This is an optimization exercise on Yosys and OpenROAD, whose aim is small area, not a production implementation.
Function was checked by simulation only, so behaviour that the tests miss may differ from the original.
No activity file was given, so power comes from the tool's default toggle rates.

==> wip/yarrow <==
==> flow/design.v <==
module ptp_ts_queue_ctrl #(
  parameter int DEPTH_LOG2 = 4,
  parameter int OVF_W      = 8
) (
  input  logic                  clk,
  input  logic                  rst,
  input  logic                  int_valid,
  input  logic                  int_sop,
  input  logic                  int_eop,
  input  logic [63:0]           rtc_time,
  input  logic                  ptp_found,
  input  logic [31:0]           ptp_infor,
  input  logic                  q_rd_en,
  input  logic                  q_flush,
  output logic [95:0]           q_data,
  output logic [DEPTH_LOG2:0]   q_cnt,
  output logic                  q_empty,
  output logic                  q_full,
  output logic [OVF_W-1:0]      q_ovf_cnt,
  output logic [1:0]            fsm_state
);
  localparam int DEPTH = 1 << DEPTH_LOG2;
  localparam logic [DEPTH_LOG2:0]   FULL_CNT = (DEPTH_LOG2+1)'(DEPTH);
  localparam logic [DEPTH_LOG2:0]   CNT_ONE  = (DEPTH_LOG2+1)'(1);
  localparam logic [DEPTH_LOG2-1:0] PTR_ONE  = DEPTH_LOG2'(1);
  typedef enum logic [1:0] {
    ST_IDLE  = 2'd0,
    ST_ARMED = 2'd1,
    ST_DONE  = 2'd2
  } state_t;
  state_t state, state_next;
  logic        sop;
  logic        push_req;
  logic [63:0] ts_hold;
  logic        push_pend;
  logic [95:0] push_data;
  logic [95:0]           mem [DEPTH];
  logic [DEPTH_LOG2-1:0] wr_ptr, rd_ptr, rd_next;
  logic [DEPTH_LOG2:0]   cnt_next;
  logic                  pop, wr_en, ovf_hit;
  logic unused_eop;
  assign unused_eop = int_eop;
  assign sop       = int_valid && int_sop;
  assign fsm_state = state;
  always_comb begin
    state_next = state;
    push_req   = 1'b0;
    if (sop) begin
      state_next = ST_ARMED;
    end else if (state == ST_ARMED && ptp_found) begin
      push_req   = 1'b1;
      state_next = ST_DONE;
    end
  end
  always_ff @(posedge clk) begin
    if (rst) begin
      state     <= ST_IDLE;
      ts_hold   <= '0;
      push_pend <= 1'b0;
      push_data <= '0;
    end else begin
      state     <= state_next;
      push_pend <= push_req;
      if (sop) ts_hold <= rtc_time;
      if (push_req) push_data <= {ts_hold, ptp_infor};
    end
  end
  assign q_empty = (q_cnt == '0);
  assign q_full  = (q_cnt == FULL_CNT);
  assign pop     = q_rd_en && !q_empty;
  assign wr_en   = push_pend && (!q_full || pop);
  assign ovf_hit = push_pend && q_full && !pop;
  assign rd_next = pop ? rd_ptr + PTR_ONE : rd_ptr;
  always_comb begin
    cnt_next = q_cnt;
    case ({wr_en, pop})
      2'b10:   cnt_next = q_cnt + CNT_ONE;
      2'b01:   cnt_next = q_cnt - CNT_ONE;
      default: cnt_next = q_cnt;
    endcase
  end
  always_ff @(posedge clk) begin
    if (wr_en && !q_flush && !rst) mem[wr_ptr] <= push_data;
  end
  always_ff @(posedge clk) begin
    if (rst) begin
      wr_ptr    <= '0;
      rd_ptr    <= '0;
      q_cnt     <= '0;
      q_ovf_cnt <= '0;
      q_data    <= '0;
    end else if (q_flush) begin
      wr_ptr    <= '0;
      rd_ptr    <= '0;
      q_cnt     <= '0;
      q_ovf_cnt <= '0;
    end else begin
      if (wr_en) wr_ptr <= wr_ptr + PTR_ONE;
      rd_ptr <= rd_next;
      q_cnt  <= cnt_next;
      if (ovf_hit && q_ovf_cnt != '1) q_ovf_cnt <= q_ovf_cnt + OVF_W'(1);
      if (cnt_next != '0) begin
        if (wr_en && wr_ptr == rd_next) q_data <= push_data;
        else                            q_data <= mem[rd_next];
      end
    end
  end
endmodule
==> flow/run.sh <==
#!/bin/bash
# synth_recipe.tcl (not shown) runs the flow's synth.tcl, then flattens the netlist and writes it again
# the make line also repeats each setting of config.mk as NAME=value (left out here)
make -C /OpenROAD-flow-scripts/flow DESIGN_CONFIG=/design/flow/config.mk WORK_HOME=/design/flow/orfs CLKGATE_MAP_FILE= SYNTH_SCRIPT=/design/flow/synth_recipe.tcl finish
==> flow/config.mk <==
export PLATFORM = sky130hd
export DESIGN_NAME = ptp_ts_queue_ctrl
export DESIGN_NICKNAME = ptp_ts_queue_ctrl
export VERILOG_FILES = /design/flow/design.v
export SDC_FILE = /design/flow/constraint.sdc
export NUM_CORES = 4
export LEC_CHECK = 0
export CAP_MARGIN = 20
export CORE_MARGIN = 2
export CORE_UTILIZATION = 40
export SLEW_MARGIN = 20
==> flow/constraint.sdc <==
create_clock -name core_clock -period 5.0 [get_ports {clk}]
set_input_delay 1.0000 -clock core_clock [delete_from_list [all_inputs] [get_ports {clk}]]
set_output_delay 1.0000 -clock core_clock [all_outputs]
set_load 0.01 [all_outputs]
==> wip/nickel: changes against wip/yarrow <==
==> flow/design.v, changed modules only <==
module ptp_ts_queue_ctrl #(
  parameter int DEPTH_LOG2 = 4,
  parameter int OVF_W      = 8
) (
  input  logic                  clk,
  input  logic                  rst,
  input  logic                  int_valid,
  input  logic                  int_sop,
  input  logic                  int_eop,
  input  logic [63:0]           rtc_time,
  input  logic                  ptp_found,
  input  logic [31:0]           ptp_infor,
  input  logic                  q_rd_en,
  input  logic                  q_flush,
  output logic [95:0]           q_data,
  output logic [DEPTH_LOG2:0]   q_cnt,
  output logic                  q_empty,
  output logic                  q_full,
  output logic [OVF_W-1:0]      q_ovf_cnt,
  output logic [1:0]            fsm_state
);
  localparam int DEPTH = 1 << DEPTH_LOG2;
  logic [1:0]  state;
  logic        sop, push_req;
  logic [63:0] ts_hold;
  logic        push_pend;
  logic [31:0] infor_stg;
  logic [DEPTH-1:0][95:0] slot;
  logic [DEPTH:0]   live;                  
  logic [DEPTH-1:0] s_hold, s_shift, s_load;
  logic [DEPTH_LOG2:0] tail;
  logic [95:0]      wdata;
  logic             pop, wr_en, ovf_hit, clr;
  logic unused_eop;
  assign unused_eop = int_eop;
  assign sop       = int_valid && int_sop;
  assign push_req  = !sop && state == 2'd1 && ptp_found;
  assign fsm_state = state;
  always_ff @(posedge clk) begin
    if (rst) begin
      state     <= 2'd0;
      push_pend <= 1'b0;
    end else begin
      if (sop)           state <= 2'd1;
      else if (push_req) state <= 2'd2;
      push_pend <= push_req;
    end
  end
  always_ff @(posedge clk) begin
    if (sop) ts_hold <= rtc_time;
    infor_stg <= ptp_infor;
  end
  assign q_empty = (q_cnt == '0);
  assign q_full  = q_cnt[DEPTH_LOG2];
  assign pop     = q_rd_en && !q_empty;
  assign wr_en   = push_pend && (!q_full || pop) && !q_flush;
  assign ovf_hit = push_pend && q_full && !pop;
  assign clr     = rst || q_flush;
  assign tail = pop ? q_cnt - 1'b1 : q_cnt;
  always_comb begin
    for (int i = 0; i <= DEPTH; i++) live[i] = (i < DEPTH) && (q_cnt > (DEPTH_LOG2+1)'(i));
    for (int i = 0; i < DEPTH; i++) begin
      s_hold[i]  = !clr && !pop && live[i];
      s_shift[i] = !clr &&  pop && live[i+1];
      s_load[i]  = wr_en && tail == (DEPTH_LOG2+1)'(i);
    end
  end
  assign wdata = {ts_hold, infor_stg};
  logic [DEPTH-1:0][95:0] slot_d;
  for (genvar i = 0; i < DEPTH - 1; i++) begin : g_slot
    for (genvar b = 0; b < 96; b++) begin : g_bit
      ptp_slot_bit u_bit (
        .q     (slot[i][b]),
        .hold  (s_hold[i]),
        .nxt   (slot[i+1][b]),
        .shift (s_shift[i]),
        .wd    (wdata[b]),
        .load  (s_load[i]),
        .d     (slot_d[i][b])
      );
    end
  end
  assign slot_d[DEPTH-1] = ~((slot[DEPTH-1] & {96{s_hold[DEPTH-1]}}) | (wdata & {96{s_load[DEPTH-1]}}));
  logic [DEPTH-1:0] pol, pol_d;
  logic [DEPTH:0]   pol_up;
  assign pol_up = {1'b0, pol};
  always_comb begin
    for (int i = 0; i < DEPTH; i++)
      pol_d[i] = ~((pol[i] & s_hold[i]) | (pol_up[i+1] & s_shift[i]));
  end
  always_ff @(posedge clk) begin
    slot <= slot_d;
    pol  <= pol_d;
  end
  assign q_data = slot[0] ^ {96{pol[0]}};
  always_ff @(posedge clk) begin
    if (clr) begin
      q_cnt     <= '0;
      q_ovf_cnt <= '0;
    end else begin
      if (wr_en && !pop) q_cnt <= q_cnt + 1'b1;
      else if (!wr_en && pop) q_cnt <= q_cnt - 1'b1;
      if (ovf_hit && q_ovf_cnt != '1) q_ovf_cnt <= q_ovf_cnt + 1'b1;
    end
  end
endmodule
module ptp_slot_bit (
  input  logic q,
  input  logic hold,
  input  logic nxt,
  input  logic shift,
  input  logic wd,
  input  logic load,
  output logic d
);
  assign d = ~((q & hold) | (nxt & shift) | (wd & load));
endmodule
==> flow/flow/run.sh (new file) <==
#!/bin/bash
# The standard layout (standard.sh, unchanged synthesis) with two knobs
# that ORFS reads from the environment:
# - port buffers use the smallest buffer cell instead of clkdlybuf4s50_1;
# - clock tree synthesis clusters up to 24 sinks (150 um across) per leaf buffer and adds no
#   dummy loads.
# ORFS's own per-step logs stay under orfs/logs; make's output goes to
# standard.log here.
set -euo pipefail
export BUFFER_PORTS_ARGS="-buffer_cell sky130_fd_sc_hd__buf_1"
export CTS_ARGS="-sink_clustering_enable -repair_clock_nets -dont_use_dummy_load -sink_clustering_size 24 -sink_clustering_max_diameter 150"
bash standard.sh > standard.log 2>&1
==> flow/standard.sh (new file) <==
#!/bin/bash
# synth_recipe.tcl (not shown) runs the flow's synth.tcl, then flattens the netlist and writes it again
# the make line also repeats each setting of config.mk as NAME=value (left out here)
make -C /OpenROAD-flow-scripts/flow DESIGN_CONFIG=/design/flow/config.mk WORK_HOME=/design/flow/orfs CLKGATE_MAP_FILE= SYNTH_SCRIPT=/design/flow/synth_recipe.tcl "${@:-finish}"
CORE_UTILIZATION = 65   (was 40)
SYNTH_HIERARCHICAL = 1   (was not set)
removed: flow/run.sh
==> comparison table <==
| item | wip/yarrow | wip/nickel |
|---|---|---|
| Result of the run | no timing/DRC/antenna violations | no timing/DRC/antenna violations |
| Pin count of the biggest net entering global routing | 141 | 99 |
| Area used by multi-input combinational logic | 22400 um^2 | 17900 um^2 |
| Number of clock sinks | 1816 | 1664 |
| Met1 track utilization from global routing | 0.306 | 0.494 |
| Slew at the pin closest to its max-slew limit | 1000 ps | 1150 ps |
| Gp weighted congestion | 0.796 | 0.815 |
| Cell Area, Synth | 75800 um^2 | 51800 um^2 |
| Peak per-stage delay on the critical path | 920 ps | 800 ps |
| Share of the final layout cell area in multi-input gates | 0.255 | 0.313 |
| Fin cells | 8317 | 4969 |
| Sequential group power | 16.4 mW | 14.1 mW |
| Buf/Inv on CP | 1 | 2 |
| Num rows | 159 | 103 |
| Total Die Area | 193000 um^2 | 82000 um^2 |

[static timing again, ports no longer ideal]
The flow's constraints put no driver on any port. The routed layouts listed below were extracted and timed again, unchanged, in two steps.
Step 1 sets driving cells, clkbuf_16 on the clock port and buf_2 on the other inputs (assumed; they add their load-dependent delay and slew).
Step 2, shift: input delay + t, output delay - t, t = (earliest + latest rising clock arrival at the registers) / 2. This alone moves slack from input paths to output paths.
a / b / c = ideal ports / drivers / drivers and shift; a / b = the first two.
run	t, ns	setup WS [ns]	hold WS [ns]	clock arrival spread, ns	cell pins on the clock port's net
wip/yarrow	0.917	0.441 / 0.441 / 0.096	0.449 / 0.449 / 0.449	0.053 / 0.053	1
wip/nickel	0.693	1.001 / 1.023 / 0.349	0.384 / 0.376 / 0.384	0.081 / 0.081	1
After both steps every run listed still meets setup and hold. For wip/nickel, which loses most, drivers alone change the setup slack by +0.022 ns; drivers and shift together by -0.652 ns.
